What follows belongs to an exercise in optimizing a design on an open flow for a short achievable clock period and few clock cycles per item; a production flow would make more cautious choices. Function was checked by simulation only, so behaviour that the tests miss may differ from the original.

==> design/flow/run.sh <==
#!/bin/bash
# synth_recipe.tcl (not shown) runs the flow's synth.tcl, then flattens the netlist and writes it again
# the make line also repeats each setting of config.mk as NAME=value (left out here)
make -C /OpenROAD-flow-scripts/flow DESIGN_CONFIG=/design/flow/config.mk WORK_HOME=/design/flow/orfs CLKGATE_MAP_FILE= SYNTH_SCRIPT=/design/flow/synth_recipe.tcl finish
==> design/flow/config.mk <==
export PLATFORM = sky130hd
export DESIGN_NAME = dma_read_top
export DESIGN_NICKNAME = dma_read_top
export VERILOG_FILES = /design/flow/design.v
export SDC_FILE = /design/flow/constraint.sdc
export NUM_CORES = 4
export LEC_CHECK = 0
export CAP_MARGIN = 20
export CORE_MARGIN = 2
export CORE_UTILIZATION = 40
export SLEW_MARGIN = 20
==> design/flow/constraint.sdc <==
create_clock -name core_clock -period 5.0 [get_ports {i_clk}]
set_input_delay 1.0000 -clock core_clock [delete_from_list [all_inputs] [get_ports {i_clk}]]
set_output_delay 1.0000 -clock core_clock [all_outputs]
set_load 0.01 [all_outputs]
==> design/flow/design.v <==
package dma_read_pkg;
   localparam int TAG_W       = 4;
   localparam int ENG_TAG_W   = 4;
   localparam int ADDR_W      = 48;
   localparam int CHUNK_BYTES = 128;
   localparam int MAX_CHUNKS  = 4;
   localparam int BEAT_W      = $clog2(MAX_CHUNKS);
   typedef logic [TAG_W-1:0]     tag_t;
   typedef logic [ENG_TAG_W-1:0] eng_tag_t;
   typedef logic [ADDR_W-1:0]    addr_t;
   typedef logic [2:0]           len_t;
   typedef struct packed {
      eng_tag_t eng_tag;
      len_t     len;
   } ctx_t;
   typedef struct packed {
      tag_t tag;
      len_t cnt;
      logic err;
   } done_t;
endpackage
`timescale 1ns/100ps
module sync_fifo #(
   parameter int  DEPTH = 16,
   parameter int  W     = 1
) (
   input  logic i_clk,
   input  logic i_rst_n,
   input  logic i_push,
   input  logic [W-1:0] i_din,
   output logic o_v,
   input  logic i_pop,
   output logic [W-1:0] o_dout
);
   localparam int MD    = DEPTH - 1;
   localparam int PTR_W = (MD > 1) ? $clog2(MD) : 1;
   logic [W-1:0]     mem [MD];
   logic [PTR_W-1:0] wr_ptr;
   logic [PTR_W-1:0] rd_ptr;
   logic             mem_v;    
   logic [PTR_W:0]   count;
   logic             head_free;
   logic             to_head;
   logic             from_mem;
   assign head_free = ~o_v | i_pop;
   assign from_mem  = head_free & mem_v;
   assign to_head   = head_free & ~mem_v & i_push;
   assign mem_v     = (count != '0);
   always_ff @(posedge i_clk)
   begin
      if (!i_rst_n)
      begin
         o_v    <= 1'b0;
         wr_ptr <= '0;
         rd_ptr <= '0;
         count  <= '0;
      end
      else
      begin
         if (head_free)
            o_v <= mem_v | i_push;
         if (i_push & ~to_head)
            wr_ptr <= (wr_ptr == PTR_W'(MD-1)) ? '0 : wr_ptr + PTR_W'(1);
         if (from_mem)
            rd_ptr <= (rd_ptr == PTR_W'(MD-1)) ? '0 : rd_ptr + PTR_W'(1);
         if ((i_push & ~to_head) && !from_mem)
            count <= count + (PTR_W+1)'(1);
         else if (from_mem && !(i_push & ~to_head))
            count <= count - (PTR_W+1)'(1);
      end
   end
   always_ff @(posedge i_clk)
   begin
      if (i_push & ~to_head)
         mem[wr_ptr] <= i_din;
      if (from_mem)
         o_dout <= mem[rd_ptr];
      else if (to_head)
         o_dout <= i_din;
   end
endmodule
`timescale 1ns/100ps
module tag_free_list #(
   parameter int NUM_TAGS = 16
) (
   input  logic               i_clk,
   input  logic               i_rst_n,
   output logic               o_tag_v,
   input  logic               i_tag_r,
   output dma_read_pkg::tag_t o_tag,
   input  logic               i_free_v,
   input  dma_read_pkg::tag_t i_free_tag
);
   logic [NUM_TAGS-1:0] free_q;
   assign o_tag_v = |free_q;
   always_comb
   begin
      o_tag = '0;
      for (int t = NUM_TAGS-1; t >= 0; t--)
         if (free_q[t])
            o_tag = dma_read_pkg::tag_t'(t);
   end
   always_ff @(posedge i_clk)
   begin
      if (!i_rst_n)
         free_q <= '1;
      else
      begin
         for (int t = 0; t < NUM_TAGS; t++)
         begin
            if (i_free_v && i_free_tag == dma_read_pkg::tag_t'(t))
               free_q[t] <= 1'b1;
            else if (i_tag_r && o_tag_v && o_tag == dma_read_pkg::tag_t'(t))
               free_q[t] <= 1'b0;
         end
      end
   end
endmodule
`timescale 1ns/100ps
module req_issue #(
   parameter int NUM_TAGS = 16
) (
   input  logic                   i_clk,
   input  logic                   i_rst_n,
   input  logic                   i_req_v,
   output logic                   o_req_r,
   input  dma_read_pkg::eng_tag_t i_req_eng_tag,
   input  dma_read_pkg::addr_t    i_req_addr,
   input  dma_read_pkg::len_t     i_req_len,
   input  logic                   i_tag_v,
   output logic                   o_tag_r,
   input  dma_read_pkg::tag_t     i_tag,
   output logic                   o_cmd_v,
   input  logic                   i_cmd_r,
   output dma_read_pkg::tag_t     o_cmd_tag,
   output dma_read_pkg::addr_t    o_cmd_addr,
   output dma_read_pkg::len_t     o_cmd_len,
   output logic [NUM_TAGS*dma_read_pkg::ENG_TAG_W-1:0] o_ctx_eng,
   output logic [NUM_TAGS*2-1:0]  o_ctx_lm1
);
   localparam int LO_SHORT = $clog2(dma_read_pkg::CHUNK_BYTES);
   localparam int LO_LONG  = $clog2(dma_read_pkg::CHUNK_BYTES * dma_read_pkg::MAX_CHUNKS);
   localparam int AW       = dma_read_pkg::ADDR_W - LO_SHORT;
   logic                   s_v;
   logic [AW-1:0]          s_addr;
   dma_read_pkg::len_t     s_len;
   dma_read_pkg::eng_tag_t s_eng;
   logic [AW-1:0]          c_addr;
   dma_read_pkg::eng_tag_t c_eng;
   logic                   acc;
   logic                   c_free;
   logic                   c_load;
   logic [AW-1:0]          in_addr;
   logic                   s_next;
   assign in_addr = (i_req_len == dma_read_pkg::len_t'(1)) ?
                    i_req_addr[dma_read_pkg::ADDR_W-1:LO_SHORT] :
                    {i_req_addr[dma_read_pkg::ADDR_W-1:LO_LONG], {(LO_LONG-LO_SHORT){1'b0}}};
   assign acc    = i_req_v & o_req_r;
   assign c_free = ~o_cmd_v | i_cmd_r;
   assign c_load = c_free & i_tag_v & (s_v | acc);
   assign o_tag_r = c_load;
   assign s_next = s_v ? ~c_load : (acc & ~c_load);
   assign o_cmd_addr = {c_addr, {LO_SHORT{1'b0}}};
   always_ff @(posedge i_clk)
   begin
      if (!i_rst_n)
      begin
         s_v     <= 1'b0;
         o_req_r <= 1'b1;
         o_cmd_v <= 1'b0;
      end
      else
      begin
         s_v     <= s_next;
         o_req_r <= ~s_next;
         if (c_free)
            o_cmd_v <= c_load;
      end
   end
   always_ff @(posedge i_clk)
   begin
      if (acc & ~s_v)
      begin
         s_addr <= in_addr;
         s_len  <= i_req_len;
         s_eng  <= i_req_eng_tag;
      end
      if (c_load)
      begin
         o_cmd_tag <= i_tag;
         c_addr    <= s_v ? s_addr : in_addr;
         o_cmd_len <= s_v ? s_len : i_req_len;
         c_eng     <= s_v ? s_eng : i_req_eng_tag;
      end
   end
   always_ff @(posedge i_clk)
   begin
      for (int t = 0; t < NUM_TAGS; t++)
      begin
         if (o_cmd_v && o_cmd_tag == dma_read_pkg::tag_t'(t))
         begin
            o_ctx_eng[t*dma_read_pkg::ENG_TAG_W +: dma_read_pkg::ENG_TAG_W] <= c_eng;
            o_ctx_lm1[t*2 +: 2] <= 2'(o_cmd_len - dma_read_pkg::len_t'(1));
         end
      end
   end
endmodule
`timescale 1ns/100ps
module cpl_collect #(
   parameter int NUM_TAGS = 16,
   parameter int DATA_W   = 64
) (
   input  logic                   i_clk,
   input  logic                   i_rst_n,
   input  logic                   i_cpl_v,
   input  dma_read_pkg::tag_t     i_cpl_tag,
   input  logic [DATA_W-1:0]      i_cpl_data,
   input  logic                   i_cpl_last,
   input  logic                   i_cpl_err,
   input  logic [NUM_TAGS*dma_read_pkg::ENG_TAG_W-1:0] i_ctx_eng,
   input  logic [NUM_TAGS*2-1:0]  i_ctx_lm1,
   output logic                   o_done_v,
   output dma_read_pkg::tag_t     o_done_tag,
   output logic [1:0]             o_done_lm1,
   output dma_read_pkg::eng_tag_t o_done_eng,
   output logic                   o_done_err,
   output logic [NUM_TAGS*dma_read_pkg::MAX_CHUNKS*DATA_W-1:0] o_buf
);
   logic                   v1;
   dma_read_pkg::tag_t     tag1;
   logic [DATA_W-1:0]      data1;
   logic                   last1;
   logic                   err1;
   logic [1:0]             cnt_q [NUM_TAGS];
   logic [NUM_TAGS-1:0]    err_q;
   always_ff @(posedge i_clk)
   begin
      if (!i_rst_n)
         v1 <= 1'b0;
      else
         v1 <= i_cpl_v;
      tag1  <= i_cpl_tag;
      data1 <= i_cpl_data;
      last1 <= i_cpl_last;
      err1  <= i_cpl_err;
   end
   always_ff @(posedge i_clk)
   begin
      if (!i_rst_n)
      begin
         err_q <= '0;
         for (int t = 0; t < NUM_TAGS; t++)
            cnt_q[t] <= '0;
      end
      else
      begin
         for (int t = 0; t < NUM_TAGS; t++)
         begin
            if (v1 && tag1 == dma_read_pkg::tag_t'(t))
            begin
               cnt_q[t] <= last1 ? 2'd0 : cnt_q[t] + 2'd1;
               err_q[t] <= last1 ? 1'b0 : (err_q[t] | err1);
            end
         end
      end
   end
   for (genvar t = 0; t < NUM_TAGS; t++)
   begin : g_tag
      for (genvar c = 0; c < dma_read_pkg::MAX_CHUNKS; c++)
      begin : g_chunk
         always_ff @(posedge i_clk)
         begin
            if (v1 && tag1 == dma_read_pkg::tag_t'(t) && cnt_q[t] == 2'(c))
               o_buf[(t*dma_read_pkg::MAX_CHUNKS+c)*DATA_W +: DATA_W] <= data1;
         end
      end
   end
   always_ff @(posedge i_clk)
   begin
      if (!i_rst_n)
         o_done_v <= 1'b0;
      else
         o_done_v <= v1 & last1;
      o_done_tag <= tag1;
      o_done_lm1 <= i_ctx_lm1[tag1*2 +: 2];
      o_done_eng <= i_ctx_eng[tag1*dma_read_pkg::ENG_TAG_W +: dma_read_pkg::ENG_TAG_W];
      o_done_err <= err_q[tag1] | err1 | (cnt_q[tag1] != i_ctx_lm1[tag1*2 +: 2]);
   end
endmodule
`timescale 1ns/100ps
module rsp_return #(
   parameter int NUM_TAGS = 16,
   parameter int DATA_W   = 64
) (
   input  logic                   i_clk,
   input  logic                   i_rst_n,
   input  logic                   i_done_v,
   input  dma_read_pkg::tag_t     i_done_tag,
   input  logic [1:0]             i_done_lm1,
   input  dma_read_pkg::eng_tag_t i_done_eng,
   input  logic                   i_done_err,
   input  logic [NUM_TAGS*dma_read_pkg::MAX_CHUNKS*DATA_W-1:0] i_buf,
   output logic                   o_rsp_v,
   output dma_read_pkg::eng_tag_t o_rsp_eng_tag,
   output logic [dma_read_pkg::BEAT_W-1:0] o_rsp_beat,
   output logic [DATA_W-1:0]      o_rsp_data,
   output logic                   o_rsp_last,
   output logic                   o_rsp_err,
   input  logic                   i_rsp_r,
   output logic                   o_free_v,
   output dma_read_pkg::tag_t     o_free_tag
);
   localparam int MC = dma_read_pkg::MAX_CHUNKS;
   localparam int DW = dma_read_pkg::TAG_W + 2 + dma_read_pkg::ENG_TAG_W + 1;
   logic                   h_v;
   logic [DW-1:0]          h_q;
   dma_read_pkg::tag_t     h_tag;
   logic [1:0]             h_lm1;
   dma_read_pkg::eng_tag_t h_eng;
   logic                   h_err;
   logic                   r_v;
   logic [DATA_W-1:0]      r_data [MC];
   logic [1:0]             r_beat;
   logic [1:0]             r_lm1;
   logic                   r_last;
   dma_read_pkg::eng_tag_t r_eng;
   logic                   r_err;
   logic                   k_v;
   dma_read_pkg::eng_tag_t k_eng;
   logic [1:0]             k_beat;
   logic [DATA_W-1:0]      k_data;
   logic                   k_last;
   logic                   k_err;
   logic                   emit;
   logic                   r_load;
   logic                   pop;
   logic [DATA_W-1:0]      e_data;
   sync_fifo #(
      .DEPTH (NUM_TAGS),
      .W     (DW)
   ) done_fifo_inst (
      .i_clk   (i_clk),
      .i_rst_n (i_rst_n),
      .i_push  (i_done_v),
      .i_din   ({i_done_tag, i_done_lm1, i_done_eng, i_done_err}),
      .o_v     (h_v),
      .i_pop   (r_load),
      .o_dout  (h_q)
   );
   assign {h_tag, h_lm1, h_eng, h_err} = h_q;
   assign emit   = r_v & ~k_v;
   assign r_load = h_v & (~r_v | (emit & r_last));
   assign pop    = o_rsp_v & i_rsp_r;
   assign e_data = r_data[r_beat];
   assign o_free_v   = r_load;
   assign o_free_tag = h_tag;
   always_ff @(posedge i_clk)
   begin
      if (!i_rst_n)
      begin
         r_v     <= 1'b0;
         k_v     <= 1'b0;
         o_rsp_v <= 1'b0;
      end
      else
      begin
         if (r_load)
            r_v <= 1'b1;
         else if (emit & r_last)
            r_v <= 1'b0;
         if (k_v)
         begin
            if (pop)
               k_v <= 1'b0;
         end
         else if (o_rsp_v & ~pop & emit)
            k_v <= 1'b1;
         if (~o_rsp_v | pop)
            o_rsp_v <= k_v | emit;
      end
   end
   always_ff @(posedge i_clk)
   begin
      if (r_load)
      begin
         for (int c = 0; c < MC; c++)
            r_data[c] <= i_buf[(h_tag*MC+c)*DATA_W +: DATA_W];
         r_beat <= '0;
         r_lm1  <= h_lm1;
         r_last <= (h_lm1 == 2'd0);
         r_eng  <= h_eng;
         r_err  <= h_err;
      end
      else if (emit)
      begin
         r_beat <= r_beat + 2'd1;
         r_last <= (r_beat + 2'd1 == r_lm1);
      end
      if (~k_v & o_rsp_v & ~pop & emit)
      begin
         k_eng  <= r_eng;
         k_beat <= r_beat;
         k_data <= e_data;
         k_last <= r_last;
         k_err  <= r_last & r_err;
      end
      if (~o_rsp_v | pop)
      begin
         if (k_v)
         begin
            o_rsp_eng_tag <= k_eng;
            o_rsp_beat    <= k_beat;
            o_rsp_data    <= k_data;
            o_rsp_last    <= k_last;
            o_rsp_err     <= k_err;
         end
         else
         begin
            o_rsp_eng_tag <= r_eng;
            o_rsp_beat    <= r_beat;
            o_rsp_data    <= e_data;
            o_rsp_last    <= r_last;
            o_rsp_err     <= r_last & r_err;
         end
      end
   end
endmodule
`timescale 1ns/100ps
module dma_read_top #(
   parameter int NUM_TAGS = 16,
   parameter int DATA_W   = 64
) (
   input  logic                   i_clk,
   input  logic                   i_rst_n,
   input  logic                   i_req_v,
   output logic                   o_req_r,
   input  dma_read_pkg::eng_tag_t i_req_eng_tag,
   input  dma_read_pkg::addr_t    i_req_addr,
   input  dma_read_pkg::len_t     i_req_len,
   output logic                   o_cmd_v,
   input  logic                   i_cmd_r,
   output dma_read_pkg::tag_t     o_cmd_tag,
   output dma_read_pkg::addr_t    o_cmd_addr,
   output dma_read_pkg::len_t     o_cmd_len,
   input  logic                   i_cpl_v,
   input  dma_read_pkg::tag_t     i_cpl_tag,
   input  logic [DATA_W-1:0]      i_cpl_data,
   input  logic                   i_cpl_last,
   input  logic                   i_cpl_err,
   output logic                   o_rsp_v,
   output dma_read_pkg::eng_tag_t o_rsp_eng_tag,
   output logic [dma_read_pkg::BEAT_W-1:0] o_rsp_beat,
   output logic [DATA_W-1:0]      o_rsp_data,
   output logic                   o_rsp_last,
   output logic                   o_rsp_err,
   input  logic                   i_rsp_r
);
   logic                    tag_v;
   logic                    tag_r;
   dma_read_pkg::tag_t      tag;
   logic                    free_v;
   dma_read_pkg::tag_t      free_tag;
   logic [NUM_TAGS*dma_read_pkg::ENG_TAG_W-1:0] ctx_eng;
   logic [NUM_TAGS*2-1:0]   ctx_lm1;
   logic                    done_v;
   dma_read_pkg::tag_t      done_tag;
   logic [1:0]              done_lm1;
   dma_read_pkg::eng_tag_t  done_eng;
   logic                    done_err;
   logic [NUM_TAGS*dma_read_pkg::MAX_CHUNKS*DATA_W-1:0] buf_q;
   tag_free_list #(
      .NUM_TAGS (NUM_TAGS)
   ) tag_free_list_inst (
      .i_clk      (i_clk),
      .i_rst_n    (i_rst_n),
      .o_tag_v    (tag_v),
      .i_tag_r    (tag_r),
      .o_tag      (tag),
      .i_free_v   (free_v),
      .i_free_tag (free_tag)
   );
   req_issue #(
      .NUM_TAGS (NUM_TAGS)
   ) req_issue_inst (
      .i_clk         (i_clk),
      .i_rst_n       (i_rst_n),
      .i_req_v       (i_req_v),
      .o_req_r       (o_req_r),
      .i_req_eng_tag (i_req_eng_tag),
      .i_req_addr    (i_req_addr),
      .i_req_len     (i_req_len),
      .i_tag_v       (tag_v),
      .o_tag_r       (tag_r),
      .i_tag         (tag),
      .o_cmd_v       (o_cmd_v),
      .i_cmd_r       (i_cmd_r),
      .o_cmd_tag     (o_cmd_tag),
      .o_cmd_addr    (o_cmd_addr),
      .o_cmd_len     (o_cmd_len),
      .o_ctx_eng     (ctx_eng),
      .o_ctx_lm1     (ctx_lm1)
   );
   cpl_collect #(
      .NUM_TAGS (NUM_TAGS),
      .DATA_W   (DATA_W)
   ) cpl_collect_inst (
      .i_clk      (i_clk),
      .i_rst_n    (i_rst_n),
      .i_cpl_v    (i_cpl_v),
      .i_cpl_tag  (i_cpl_tag),
      .i_cpl_data (i_cpl_data),
      .i_cpl_last (i_cpl_last),
      .i_cpl_err  (i_cpl_err),
      .i_ctx_eng  (ctx_eng),
      .i_ctx_lm1  (ctx_lm1),
      .o_done_v   (done_v),
      .o_done_tag (done_tag),
      .o_done_lm1 (done_lm1),
      .o_done_eng (done_eng),
      .o_done_err (done_err),
      .o_buf      (buf_q)
   );
   rsp_return #(
      .NUM_TAGS (NUM_TAGS),
      .DATA_W   (DATA_W)
   ) rsp_return_inst (
      .i_clk         (i_clk),
      .i_rst_n       (i_rst_n),
      .i_done_v      (done_v),
      .i_done_tag    (done_tag),
      .i_done_lm1    (done_lm1),
      .i_done_eng    (done_eng),
      .i_done_err    (done_err),
      .i_buf         (buf_q),
      .o_rsp_v       (o_rsp_v),
      .o_rsp_eng_tag (o_rsp_eng_tag),
      .o_rsp_beat    (o_rsp_beat),
      .o_rsp_data    (o_rsp_data),
      .o_rsp_last    (o_rsp_last),
      .o_rsp_err     (o_rsp_err),
      .i_rsp_r       (i_rsp_r),
      .o_free_v      (free_v),
      .o_free_tag    (free_tag)
   );
endmodule
==> flow_metrics.tcl <==
set metrics [dict create \
    cts_resized 0 \
    core_area_mm2 0.472 \
    cts.sinks 5049 \
    ys_top_cells_by_area "edfxtp_1 (77%), mux4_2 (16%), dfxtp_1 (1.8%), mux2_2 (0.75%), mux2i_1 (0.48%)" \
    grt_pass1_wl_mm 688 \
    dp_cells 14200 \
    htreeDepth 6 \
    crit_path_start_kind "flop" \
    grt_util_all_layers 0.202 \
    maxCapViolations 0 \
    fin_area_mm2 0.219 \
    vias 88200 \
    fmax_mhz 261 \
    maxSlewHeadroom 0.214 \
    whs_path_depth 1 \
    ios 261 \
    synth_cells 7800 \
    finalPower_mw 115 \
    final_cell_mix "edfxtp_1 (4876), mux4_2 (1357), clkbuf_16 (536), clkdlybuf4s50_1 (246), buf_4 (158)" \
    yosysTopAreaCellShare 0.772 \
    worstReg2RegStart "cpl_collect_inst.tag1[3]" \
    p_leak_nw 68.3 \
    cts_tree "done" \
    fin_worst_skew_ns 0.0632 \
    drive_above_1_share 0.296 \
    post-route-min-period_ns 3.83 \
    path_cells "buf_4, nor2b_1, nand2_1, nor2_1, and2_4, buf_12" \
    ctsHoldBuffers 0 \
    syn_to_final_growth_pct 15.3 \
    post-route-drc-count 0 \
    clockRootBuffer "clkbuf_16" \
    ff2ff_path_depth 6 \
    endpoint_kind "flop" \
    syn_area_per_cell_um2 24.3 \
    synth_seq_area_share 0.790 \
    fin_crit_sh 0.766 \
    syn_area_mm2 0.190 \
    routedWlPerCell_um 32.7 \
    min_from "i_cpl_data[29]" \
    drtIter0Drc 11700 \
    start_util 0.402 \
    synth.distinct_cells 65 \
    setup_tns_ns 0 \
    hold_path_class "in -> reg" \
    status "timing/DRC/antenna clean" \
    critPathKind "reg -> reg" \
    grt_max_degree 102 \
    cpPeakStageDelay_ns 1.04 \
    die_w_um 693 \
    cts_max_path_buffers 4 \
    path_clk_slew_ns 0.08 \
    instances_no_fill 15100 \
    first_global_vias 89500 \
    final_antenna_net_count 0 \
    hold_path_end "cpl_collect_inst.data1[29]" \
    num_rows 252 \
    synth_seq_cells 5049 \
    vdd_ir_drop_max_uv 469 \
    slew_violations 0 \
    io_buffers 246 \
    async_flop_share 0 \
    vias_per_cell 5.83 \
    rsz0062_at_grt "false" \
    routed_wl_mm 494 \
    cts_setup_buffers 0 \
    path_max_fanout 26 \
    fp.dieH_um 693 \
    cts_buffers 519 \
    ys_warn_count 7 \
    cp.arrival_ns 4.52 \
    final-hold-violation-count 0 \
    yosysTopAreaCell "edfxtp_1" \
    gp_congestion 0.792 \
    worst_path_max_delay_cell "dfxtp_1" \
    rrSetupSlack_ns 1.17 \
    drt_first_pass_iters 8 \
    place_area_mm2 0.202 \
    grt.overflow.total 0 \
    finalSetupViolations 0 \
    rr_endpoint "cpl_collect_inst.o_buf[2332]" \
    power_density_mw_per_mm2 525 \
    final_nets 8676 \
    final_common_cell "edfxtp_1" \
    worst_slew_pin_slew_ns 1.15 \
    clk_latency_ns 1.06 \
    synth-edff-count 4876 \
    dieArea_mm2 0.480 \
    dp_hpwl_mm 267 \
    antenna_found_initial 23 \
    synth_ff_type "edfxtp_1" \
    crit_required_ns 5.69 \
]
==> layout make-up <==
type | count | area (um^2)
diodes | 3 | 7.51
clock buffers | 667 | 14000
clock inverters | 271 | 2280
fillers | 38100 | 253000
inverters | 115 | 437
multi-input cells | 2246 | 37900
flip-flops and latches | 5049 | 150000
well taps | 6223 | 7790
repair buffers | 542 | 6400
==> worst max path at each step <==
stage,from,endpoint,slack (ns),cells past startpoint
2_1_floorplan,rsp_return_inst.k_v,tag_free_list_inst.free_q[12],-0.30,8
3_3_place_gp,cpl_collect_inst.tag1[3],cpl_collect_inst.o_buf[2223],1.39,6
3_5_place_dp,cpl_collect_inst.tag1[3],cpl_collect_inst.o_buf[2332],1.27,6
4_1_cts,cpl_collect_inst.tag1[3],cpl_collect_inst.o_buf[2329],1.33,6
5_1_grt,cpl_collect_inst.tag1[3],cpl_collect_inst.o_buf[2227],1.17,6
6_report,cpl_collect_inst.tag1[3],cpl_collect_inst.o_buf[2332],1.17,6
==> per-layer routing <==
| metal | routed length, um | track usage | up-vias |
|---|---|---|---|
| li1 | - | - | 34800 |
| met1 | 200000 | 0.285 | 48400 |
| met2 | 240000 | 0.329 | 4173 |
| met3 | 42200 | 0.0363 | 712 |
| met4 | 11600 | 0.0470 | 10 |
| met5 | 57 | 0 | - |
==> cells in the mapped netlist, types with 45 or more instances <==
cell / count
buf_4: 45
clkbuf_1: 190
mux2i_1: 91
ha_1: 71
buf_2: 65
buf_1: 62
edfxtp_1: 4876
and2_1: 47
dfxtp_1: 173
nor2_1: 89
mux2_2: 127
nand2_1: 60
a21oi_1: 72
mux4_2: 1357
inv_1: 113
a222oi_1: 65
==> per-stage QoR <==
step / worst slack (ns) / util / hold WS [ns]
3_5_place_dp: 1.27 / 0.429 / 0.405
4_1_cts: 1.33 / 0.463 / 0.302
2_1_floorplan: -0.304 / - / 0.326
3_3_place_gp: 1.39 / 0.429 / 0.410
5_1_grt: 1.17 / 0.464 / 0.353
6_report: 1.17 / 0.464 / 0.387
==> critical path: cells and delay by family, from the launching register on <==
| kind | cells | cell delay (ns) |
|---|---|---|
| simple gates | 4 | 1.64 |
| flops | 1 | 1.04 |
| buf+inv | 2 | 0.65 |
==> registers in the layout (all words and copies together) (netlist names), 5 cells and up, named ones only <==
register,flops
req_issue_inst.o_ctx_lm1,32
tag_free_list_inst.free_q,16
rsp_return_inst.done_fifo_inst.o_dout,11
rsp_return_inst.k_data,64
rsp_return_inst.done_fifo_inst.mem,165
req_issue_inst.o_ctx_eng,64
req_issue_inst.s_addr,41
rsp_return_inst.o_rsp_data,64
cpl_collect_inst.cnt_q,32
cpl_collect_inst.data1,64
rsp_return_inst.r_data,256
req_issue_inst.c_addr,41
cpl_collect_inst.o_buf,4096
rsp_return_inst.done_fifo_inst.count,5
cpl_collect_inst.err_q,16
==> report_power, final <==
part | switching [mW] | internal [mW]
logic | 13.0 | 13.5
clock network | 16.2 | 21.1
registers | 1.73 | 49.4
==> cells by family (layout without fill, tap and decap cells) <==
kind of cell,after synthesis,count (layout),synth area share
AOI/OAI and AO/OA,237,237,0.00910
xor gates and xnor gates,9,9,0.000415
adders and majority gates,72,72,0.00479
buffers and inverters,511,1595,0.0128
DFF,5049,5049,0.790
muxes,1575,1575,0.173
other,1,10,0.0000198
and+or+nand+nor,346,346,0.00965
Testbench counts, summed over its fixed seeds: cycles 9,466, beats 8,016.

separate check: timing with driven ports:
The results above use ideal ports. As a check the final layout listed here was re-extracted and re-timed, cells and wires unchanged. Step 1, drivers: a clkbuf_16 drives i_clk and a buf_2 each remaining input, both assumed. Step 2 also shifts input and output timing later by t, the mid clock arrival at the registers, as if the neighbouring blocks saw the same clock. Slacks: no drivers / after step 1 / after step 2; pairs: no drivers / after step 1.
shift t [ns]: 1.134
setup WS [ns]: 1.169 / 1.169 / 1.169
pins driven straight from the clock port: 1
After both steps this run still meets setup and hold. The setup slack of this run moves by 0.000 ns with the drivers and by 0.000 ns with both steps.
